From an optimization exercise on the open Yosys and OpenROAD flow, aimed at small area, a short achievable clock period and few clock cycles; shortcuts taken in it are not production practice. At most, simulation tests tie the RTL to the original design; equivalence was not proved. Power and IR drop assume default switching activity.

== the previous run ==
==> flow/design.v <==
`timescale 1ns/100ps
module exec_unit
(
	input  logic [16-1:0] a,
	input  logic [16-1:0] b,
	input  logic [16-1:0] imm,
	input  logic                   sub,
	input  logic                   bimm,
	input  logic                   arith,
	input  logic                   gsel,
	input  logic                   psel,
	output logic [16-1:0] result
);
	localparam int DW = 16;
	logic [DW-1:0] opb;
	logic [DW-1:0] sum;
	logic [DW:0]   sum_c;
	assign opb = bimm ? imm : (b ^ {DW{sub}});
	assign sum_c = {a, 1'b1} + {opb, sub};
	assign sum   = sum_c[DW:1];
	assign result = ({DW{arith}} & sum)
	              | ({DW{gsel}}  & (a & b))
	              | ({DW{psel}}  & (a ^ b));
endmodule
`timescale 1ns/100ps
module ooo_core
(
	input  logic                   clk,
	input  logic                   rst_n,
	input  logic                   issue,
	input  logic [3:0]             op,
	input  logic [$clog2(8)-1:0]  rs1,
	input  logic [$clog2(8)-1:0]  rs2,
	input  logic [$clog2(8)-1:0]  rd,
	input  logic [16-1:0] imm,
	output logic                   dispatch_stall,
	output logic                   commit_valid,
	output logic [$clog2(8)-1:0]  commit_rd,
	output logic [16-1:0] commit_data
);
	localparam int NR = 8;
	localparam int RW = $clog2(8);
	localparam int DW = 16;
	logic [DW-1:0]          regs [NR];
	logic [NR-1:0]          written;
	logic                   ex_valid;
	logic [RW-1:0]          ex_rd;
	logic [NR-1:0]          ex_sel1;    
	logic [RW-1:0]          ex_rs1;     
	logic [DW-1:0]          ex_b;       
	logic                   ex_sub;     
	logic                   ex_bimm;    
	logic                   ex_arith;   
	logic                   ex_gsel;    
	logic                   ex_psel;    
	logic [NR-1:0]          we;         
	logic [NR-1:0]          wr_next;    
	logic                   use_rs1;
	logic                   use_imm;
	logic [NR-1:0]          hit1;
	logic [NR-1:0]          hit2;
	logic [DW-1:0]          src_a;
	logic [DW-1:0]          src_b;
	logic [DW-1:0]          ex_result;
	assign dispatch_stall = 1'b0;
	always_comb
	begin
		for (int k = 0; k < NR; k++)
			we[k] = ex_valid & (ex_rd == RW'(k));
		wr_next = written | we;
		use_rs1 = ~(op[2] & op[1]);             
		use_imm = op[2] & (op[1] | op[0]);      
		for (int k = 0; k < NR; k++)
		begin
			hit1[k] = (rs1 == RW'(k)) & use_rs1;
			hit2[k] = (rs2 == RW'(k));
		end
	end
	always_ff @(posedge clk)
	begin
		ex_valid <= rst_n & issue;
		ex_rd    <= rd;
		ex_sel1  <= hit1;
		ex_rs1   <= use_rs1 ? rs1 : '0;
		ex_b[DW-1:NR+RW]  <= imm[DW-1:NR+RW];
		ex_b[NR+RW-1:0]   <= use_imm ? imm[NR+RW-1:0] : {rs2, hit2};
		ex_sub   <= (op == 4'd1);
		ex_bimm  <= use_imm;
		ex_arith <= (op == 4'd0) | (op == 4'd1) | (op == 4'd5) | (op == 4'd6);
		ex_gsel  <= (op == 4'd2) | (op == 4'd3);
		ex_psel  <= (op == 4'd4) | (op == 4'd3);
	end
	always_comb
	begin
		src_a = '0;
		src_b = '0;
		for (int k = 0; k < NR; k++)
		begin
			src_a = src_a | ({DW{ex_sel1[k]}} & regs[k]);
			src_b = src_b | ({DW{ex_b[k]}} & regs[k]);
		end
	end
	exec_unit u_exec
	(
		.a      (src_a),
		.b      (src_b),
		.imm    (ex_b),
		.sub    (ex_sub),
		.bimm   (ex_bimm),
		.arith  (ex_arith),
		.gsel   (ex_gsel),
		.psel   (ex_psel),
		.result (ex_result)
	);
	always_ff @(posedge clk)
	begin
		if (!rst_n)
			written <= '0;
		else
			written <= wr_next;
	end
	always_ff @(posedge clk)
	begin
		for (int k = 0; k < NR; k++)
		begin
			if (!rst_n)
				regs[k] <= DW'(k);
			else if (we[k])
				regs[k] <= ex_result;
		end
	end
	always_ff @(posedge clk)
	begin
		commit_valid <= rst_n & ex_valid;
		commit_rd    <= ex_rd;
		commit_data  <= ex_result;
	end
endmodule
==> flow/config.mk <==
export PLATFORM = sky130hd
export DESIGN_NAME = ooo_core
export DESIGN_NICKNAME = ooo_core
export VERILOG_FILES = /design/flow/design.v
export SDC_FILE = /design/flow/constraint.sdc
export NUM_CORES = 4
export LEC_CHECK = 0
export CAP_MARGIN = 20
export CORE_MARGIN = 2
export CORE_UTILIZATION = 70
export PLACE_DENSITY = 0.8
export SLEW_MARGIN = 20
==> flow/constraint.sdc <==
create_clock -name core_clock -period 14.0 [get_ports {clk}]
set_input_delay 2.8000 -clock core_clock [delete_from_list [all_inputs] [get_ports {clk}]]
set_output_delay 2.8000 -clock core_clock [all_outputs]
set_load 0.01 [all_outputs]
standard.sh (not shown) runs the stock make flow with config.mk's settings and CLKGATE_MAP_FILE= SYNTH_SCRIPT=/design/flow/synth_recipe.tcl, a recipe that flattens the netlist after the stock synthesis.
==> flow/flow/run.sh <==
#!/bin/bash
# The standard layout (standard.sh runs the standard flow's own ORFS make), with the
# resizer asked to repair setup timing to a margin beyond the clock period,
# so that it sizes the critical paths, and the ports buffered with a small
# buffer that the resizer upsizes where timing needs it.
set -euo pipefail
bash standard.sh SETUP_SLACK_MARGIN=10.3 'BUFFER_PORTS_ARGS=-buffer_cell sky130_fd_sc_hd__buf_1' 'CTS_ARGS=-sink_clustering_enable -repair_clock_nets -dont_use_dummy_load -root_buf sky130_fd_sc_hd__clkbuf_16 -buf_list sky130_fd_sc_hd__clkbuf_8 -sink_clustering_size 12 -sink_clustering_max_diameter 50' finish > orfs_make.log 2>&1
[inputs] the current run vs the previous run
--- a/flow/design.v
+++ b/flow/design.v
@@ -18,10 +18,10 @@
 	assign opb = bimm ? imm : (b ^ {DW{sub}});
 	assign sum_c = {a, 1'b1} + {opb, sub};
 	assign sum   = sum_c[DW:1];
 	assign result = ({DW{arith}} & sum)
-	              | ({DW{gsel}}  & (a & b))
-	              | ({DW{psel}}  & (a ^ b));
+	              | ({DW{gsel}}  & (a & opb))
+	              | ({DW{psel}}  & (a ^ opb));
 endmodule
 `timescale 1ns/100ps
 module ooo_core
 (
@@ -41,50 +41,38 @@
 	localparam int NR = 8;
 	localparam int RW = $clog2(8);
 	localparam int DW = 16;
 	logic [DW-1:0]          regs [NR];
-	logic [NR-1:0]          written;
 	logic                   ex_valid;
 	logic [RW-1:0]          ex_rd;
 	logic [NR-1:0]          ex_sel1;    
-	logic [RW-1:0]          ex_rs1;     
 	logic [DW-1:0]          ex_b;       
 	logic                   ex_sub;     
 	logic                   ex_bimm;    
 	logic                   ex_arith;   
 	logic                   ex_gsel;    
 	logic                   ex_psel;    
-	logic [NR-1:0]          we;         
-	logic [NR-1:0]          wr_next;    
 	logic                   use_rs1;
 	logic                   use_imm;
-	logic [NR-1:0]          hit1;
-	logic [NR-1:0]          hit2;
 	logic [DW-1:0]          src_a;
 	logic [DW-1:0]          src_b;
 	logic [DW-1:0]          ex_result;
+	logic                   rst_regs;
+	logic [NR-1:0]          reg_en;
+	logic [DW-1:0]          wdata_0;    
+	logic [DW-1:0]          wdata_1;    
 	assign dispatch_stall = 1'b0;
-	always_comb
-	begin
-		for (int k = 0; k < NR; k++)
-			we[k] = ex_valid & (ex_rd == RW'(k));
-		wr_next = written | we;
-		use_rs1 = ~(op[2] & op[1]);             
-		use_imm = op[2] & (op[1] | op[0]);      
-		for (int k = 0; k < NR; k++)
-		begin
-			hit1[k] = (rs1 == RW'(k)) & use_rs1;
-			hit2[k] = (rs2 == RW'(k));
-		end
-	end
+	assign use_rs1 = ~(op[2] & op[1]);             
+	assign use_imm = op[2] & (op[1] | op[0]);      
 	always_ff @(posedge clk)
 	begin
 		ex_valid <= rst_n & issue;
 		ex_rd    <= rd;
-		ex_sel1  <= hit1;
-		ex_rs1   <= use_rs1 ? rs1 : '0;
-		ex_b[DW-1:NR+RW]  <= imm[DW-1:NR+RW];
-		ex_b[NR+RW-1:0]   <= use_imm ? imm[NR+RW-1:0] : {rs2, hit2};
+		for (int k = 0; k < NR; k++)
+			ex_sel1[k] <= (rs1 == RW'(k)) & use_rs1;
+		ex_b[DW-1:NR] <= imm[DW-1:NR];
+		for (int k = 0; k < NR; k++)
+			ex_b[k] <= use_imm ? imm[k] : (rs2 == RW'(k));
 		ex_sub   <= (op == 4'd1);
 		ex_bimm  <= use_imm;
 		ex_arith <= (op == 4'd0) | (op == 4'd1) | (op == 4'd5) | (op == 4'd6);
 		ex_gsel  <= (op == 4'd2) | (op == 4'd3);
@@ -111,23 +99,20 @@
 		.gsel   (ex_gsel),
 		.psel   (ex_psel),
 		.result (ex_result)
 	);
+	assign wdata_0 = ex_result & {DW{~rst_regs}};
+	assign wdata_1 = ex_result | {DW{rst_regs}};
 	always_ff @(posedge clk)
-	begin
-		if (!rst_n)
-			written <= '0;
-		else
-			written <= wr_next;
-	end
+		rst_regs <= ~rst_n;
 	always_ff @(posedge clk)
 	begin
 		for (int k = 0; k < NR; k++)
 		begin
-			if (!rst_n)
-				regs[k] <= DW'(k);
-			else if (we[k])
-				regs[k] <= ex_result;
+			reg_en[k] = rst_regs | (ex_valid & (ex_rd == RW'(k)));
+			if (reg_en[k])
+				for (int i = 0; i < DW; i++)
+					regs[k][i] <= ((k >> i) & 1) ? wdata_1[i] : wdata_0[i];
 		end
 	end
 	always_ff @(posedge clk)
 	begin
Findings:
Switching power share of the total | the current run above the previous run. The current run vs the previous run, instance count: the current run lower. Total wire length after detailed routing: the current run and the previous run compared, higher one is the previous run. The lower die area came out of the current run. Result: PASS for each of the current run and the previous run. The current run reports its first element of the critical path as ex_sel1[4] while the previous run reports commit_data[11]. The current run against the previous run: share of final layout cell area taken by non-clock buffers fell 2.7 points, synthesis-to-finish area growth now smaller, post-layout utilization of the core decreased 1.0 points. On sequential power: the current run sits above the previous run. Comparing clock period minus final worst setup slack for the current run and the previous run, the smaller number came from the previous run.
Function was not checked in any run of this note: the RTL went through the layout flow alone.


Another version of the RTL of ooo_core (not shown whole).
For scale: ~190 flip-flops, ~8600 um2 of cells after synthesis.
==> module exec_unit, before the edit <==
module exec_unit
(
	input  logic [16-1:0] a,
	input  logic [16-1:0] b,
	input  logic [16-1:0] imm,
	input  logic                   sub,
	input  logic                   bimm,
	input  logic                   arith,
	input  logic                   gsel,
	input  logic                   psel,
	output logic [16-1:0] result
);
	localparam int DW = 16;
	logic [DW-1:0] opb;
	logic [DW-1:0] sum;
	logic [DW:0]   sum_c;
	assign opb = bimm ? imm : (b ^ {DW{sub}});
	assign sum_c = {a, 1'b1} + {opb, sub};
	assign sum   = sum_c[DW:1];
	assign result = ({DW{arith}} & sum)
	              | ({DW{gsel}}  & (a & b))
	              | ({DW{psel}}  & (a ^ b));
endmodule
==> module ooo_core, before the edit <==
module ooo_core
(
	input  logic                   clk,
	input  logic                   rst_n,
	input  logic                   issue,
	input  logic [3:0]             op,
	input  logic [$clog2(8)-1:0]  rs1,
	input  logic [$clog2(8)-1:0]  rs2,
	input  logic [$clog2(8)-1:0]  rd,
	input  logic [16-1:0] imm,
	output logic                   dispatch_stall,
	output logic                   commit_valid,
	output logic [$clog2(8)-1:0]  commit_rd,
	output logic [16-1:0] commit_data
);
	localparam int NR = 8;
	localparam int RW = $clog2(8);
	localparam int DW = 16;
	logic [DW-1:0]          regs [NR];
	logic [NR-1:0]          written;
	logic                   ex_valid;
	logic [RW-1:0]          ex_rd;
	logic [NR-1:0]          ex_sel1;    
	logic [RW-1:0]          ex_rs1;     
	logic [DW-1:0]          ex_b;       
	logic                   ex_sub;     
	logic                   ex_bimm;    
	logic                   ex_arith;   
	logic                   ex_gsel;    
	logic                   ex_psel;    
	logic [NR-1:0]          we;         
	logic [NR-1:0]          wr_next;    
	logic                   use_rs1;
	logic                   use_imm;
	logic [NR-1:0]          hit1;
	logic [NR-1:0]          hit2;
	logic [DW-1:0]          src_a;
	logic [DW-1:0]          src_b;
	logic [DW-1:0]          ex_result;
	assign dispatch_stall = 1'b0;
	always_comb
	begin
		for (int k = 0; k < NR; k++)
			we[k] = ex_valid & (ex_rd == RW'(k));
		wr_next = written | we;
		use_rs1 = ~(op[2] & op[1]);             
		use_imm = op[2] & (op[1] | op[0]);      
		for (int k = 0; k < NR; k++)
		begin
			hit1[k] = (rs1 == RW'(k)) & use_rs1;
			hit2[k] = (rs2 == RW'(k));
		end
	end
	always_ff @(posedge clk)
	begin
		ex_valid <= rst_n & issue;
		ex_rd    <= rd;
		ex_sel1  <= hit1 & wr_next;
		ex_rs1   <= use_rs1 ? rs1 : '0;
		ex_b[DW-1:NR+RW]  <= imm[DW-1:NR+RW];
		ex_b[NR+RW-1:0]   <= use_imm ? imm[NR+RW-1:0] : {rs2, hit2 & wr_next};
		ex_sub   <= (op == 4'd1);
		ex_bimm  <= use_imm;
		ex_arith <= (op == 4'd0) | (op == 4'd1) | (op == 4'd5) | (op == 4'd6);
		ex_gsel  <= (op == 4'd2) | (op == 4'd3);
		ex_psel  <= (op == 4'd4) | (op == 4'd3);
	end
	always_comb
	begin
		src_a = DW'(ex_rs1 & {RW{~|ex_sel1}});
		src_b = DW'(ex_b[NR +: RW] & {RW{~|ex_b[NR-1:0]}});
		for (int k = 0; k < NR; k++)
		begin
			src_a = src_a | ({DW{ex_sel1[k]}} & regs[k]);
			src_b = src_b | ({DW{ex_b[k]}} & regs[k]);
		end
	end
	exec_unit u_exec
	(
		.a      (src_a),
		.b      (src_b),
		.imm    (ex_b),
		.sub    (ex_sub),
		.bimm   (ex_bimm),
		.arith  (ex_arith),
		.gsel   (ex_gsel),
		.psel   (ex_psel),
		.result (ex_result)
	);
	always_ff @(posedge clk)
	begin
		if (!rst_n)
			written <= '0;
		else
			written <= wr_next;
	end
	always_ff @(posedge clk)
	begin
		for (int k = 0; k < NR; k++)
		begin
			if (we[k])
				regs[k] <= ex_result;
		end
	end
	always_ff @(posedge clk)
	begin
		commit_valid <= rst_n & ex_valid;
		commit_rd    <= ex_rd;
		commit_data  <= ex_result;
	end
endmodule
Settings: LEC_CHECK=0, CAP_MARGIN=20, CORE_MARGIN=2, CORE_UTILIZATION=70, PLACE_DENSITY=0.8, SLEW_MARGIN=20; clock period 14.0 ns.
Scripts as last shown in full above: flow/flow/run.sh
The starting point went through all stages and came out clean.
Testbench counts at the start, summed over its fixed seeds: cycles 24,016.
Change:
==> flow/design.v (replaced) <==
`timescale 1ns/100ps
module exec_unit
(
	input  logic [16-1:0] a,
	input  logic [16-1:0] b,
	input  logic [16-1:0] imm,
	input  logic                   sub,
	input  logic                   bimm,
	input  logic                   arith,
	input  logic                   gsel,
	input  logic                   psel,
	output logic [16-1:0] result
);
	localparam int DW = 16;
	logic [DW-1:0] opb;
	logic [DW-1:0] sum;
	logic [DW:0]   sum_c;
	assign opb = bimm ? imm : (b ^ {DW{sub}});
	assign sum_c = {a, 1'b1} + {opb, sub};
	assign sum   = sum_c[DW:1];
	assign result = ({DW{arith}} & sum)
	              | ({DW{gsel}}  & (a & opb))
	              | ({DW{psel}}  & (a ^ opb));
endmodule
`timescale 1ns/100ps
module ooo_core
(
	input  logic                   clk,
	input  logic                   rst_n,
	input  logic                   issue,
	input  logic [3:0]             op,
	input  logic [$clog2(8)-1:0]  rs1,
	input  logic [$clog2(8)-1:0]  rs2,
	input  logic [$clog2(8)-1:0]  rd,
	input  logic [16-1:0] imm,
	output logic                   dispatch_stall,
	output logic                   commit_valid,
	output logic [$clog2(8)-1:0]  commit_rd,
	output logic [16-1:0] commit_data
);
	localparam int NR = 8;
	localparam int RW = $clog2(8);
	localparam int DW = 16;
	logic [DW-1:0]          regs [NR];
	logic                   ex_valid;
	logic [RW-1:0]          ex_rd;
	logic [NR-1:0]          ex_sel1;    
	logic [DW-1:0]          ex_b;       
	logic                   ex_sub;     
	logic                   ex_bimm;    
	logic                   ex_arith;   
	logic                   ex_gsel;    
	logic                   ex_psel;    
	logic                   use_rs1;
	logic                   use_imm;
	logic [DW-1:0]          src_a;
	logic [DW-1:0]          src_b;
	logic [DW-1:0]          ex_result;
	logic [NR-1:0]          reg_en;
	logic [DW-1:0]          wdata_0;    
	logic [DW-1:0]          wdata_1;    
	assign dispatch_stall = 1'b0;
	assign use_rs1 = ~(op[2] & op[1]);             
	assign use_imm = op[2] & (op[1] | op[0]);      
	always_ff @(posedge clk)
	begin
		ex_valid <= rst_n & issue;
		ex_rd    <= rd;
		for (int k = 0; k < NR; k++)
			ex_sel1[k] <= (rs1 == RW'(k)) & use_rs1;
		ex_b[DW-1:NR] <= imm[DW-1:NR];
		for (int k = 0; k < NR; k++)
			ex_b[k] <= use_imm ? imm[k] : (rs2 == RW'(k));
		ex_sub   <= (op == 4'd1);
		ex_bimm  <= use_imm;
		ex_arith <= (op == 4'd0) | (op == 4'd1) | (op == 4'd5) | (op == 4'd6);
		ex_gsel  <= (op == 4'd2) | (op == 4'd3);
		ex_psel  <= (op == 4'd4) | (op == 4'd3);
	end
	always_comb
	begin
		src_a = '0;
		src_b = '0;
		for (int k = 0; k < NR; k++)
		begin
			src_a = src_a | ({DW{ex_sel1[k]}} & regs[k]);
			src_b = src_b | ({DW{ex_b[k]}} & regs[k]);
		end
	end
	exec_unit u_exec
	(
		.a      (src_a),
		.b      (src_b),
		.imm    (ex_b),
		.sub    (ex_sub),
		.bimm   (ex_bimm),
		.arith  (ex_arith),
		.gsel   (ex_gsel),
		.psel   (ex_psel),
		.result (ex_result)
	);
	assign wdata_0 = ex_result & {DW{rst_n}};
	assign wdata_1 = ex_result | {DW{~rst_n}};
	always_ff @(posedge clk)
	begin
		for (int k = 0; k < NR; k++)
		begin
			reg_en[k] = ~rst_n | (ex_valid & (ex_rd == RW'(k)));
			if (reg_en[k])
				for (int i = 0; i < DW; i++)
					regs[k][i] <= ((k >> i) & 1) ? wdata_1[i] : wdata_0[i];
		end
	end
	always_ff @(posedge clk)
	begin
		commit_valid <= rst_n & ex_valid;
		commit_rd    <= ex_rd;
		commit_data  <= ex_result;
	end
endmodule
After rerunning: Area after synthesis decreases by 5.6%. Clock power went down by about 2%. Worst hold slack barely changes. Sequential power went up by 7.4%. Total power came out higher by 14%. Fmax drops by 1.1%. Die area is lower by 5.4%. Via count goes down by 4.9%. Routed wire length drops by 6.7%. Non-clock buffer count drops by 7. Synthesized cell count fell by 4.6%.
Testbench counts after the change, summed over its fixed seeds: cycles 24,016.

static timing again, ports no longer ideal:
The flow's constraints put no driver on any port. The routed layouts listed below were extracted and timed again, unchanged, in two steps. Step 1 (the two cells are an assumption about what drives the block):
set clk [get_ports {clk}]
set_driving_cell -lib_cell sky130_fd_sc_hd__clkbuf_16 $clk
set_driving_cell -lib_cell sky130_fd_sc_hd__buf_2 [delete_from_list [all_inputs] $clk]
Step 2 also shifts input and output timing later by t, the mid clock arrival at the registers, as if the neighbouring blocks saw the same clock. Slacks: ideal ports / drivers / drivers and shift; pairs: ideal ports / drivers.
| run | t, ns | setup WS [ns] | slew at the worst register clock pin (ns) | worst slew at a driven data input, ns |
|---|---|---|---|---|
| the previous run | 0.420 | 10.328 / 10.287 / 9.999 | 0.09 / 0.09 | 0.03 |
| the current run | 0.410 | 10.296 / 10.296 / 10.097 | 0.09 / 0.09 | 0.05 |
| the first run of note 2 | 0.420 | 10.327 / 10.285 / 10.019 | 0.09 / 0.09 | 0.04 |
| the second run of note 2 | 0.418 | 10.287 / 10.281 / 9.965 | 0.10 / 0.10 | 0.04 |
After both steps every run listed still meets setup and hold. The setup slack of the previous run, which loses most, moves by -0.041 ns with the drivers and by -0.329 ns with both steps.
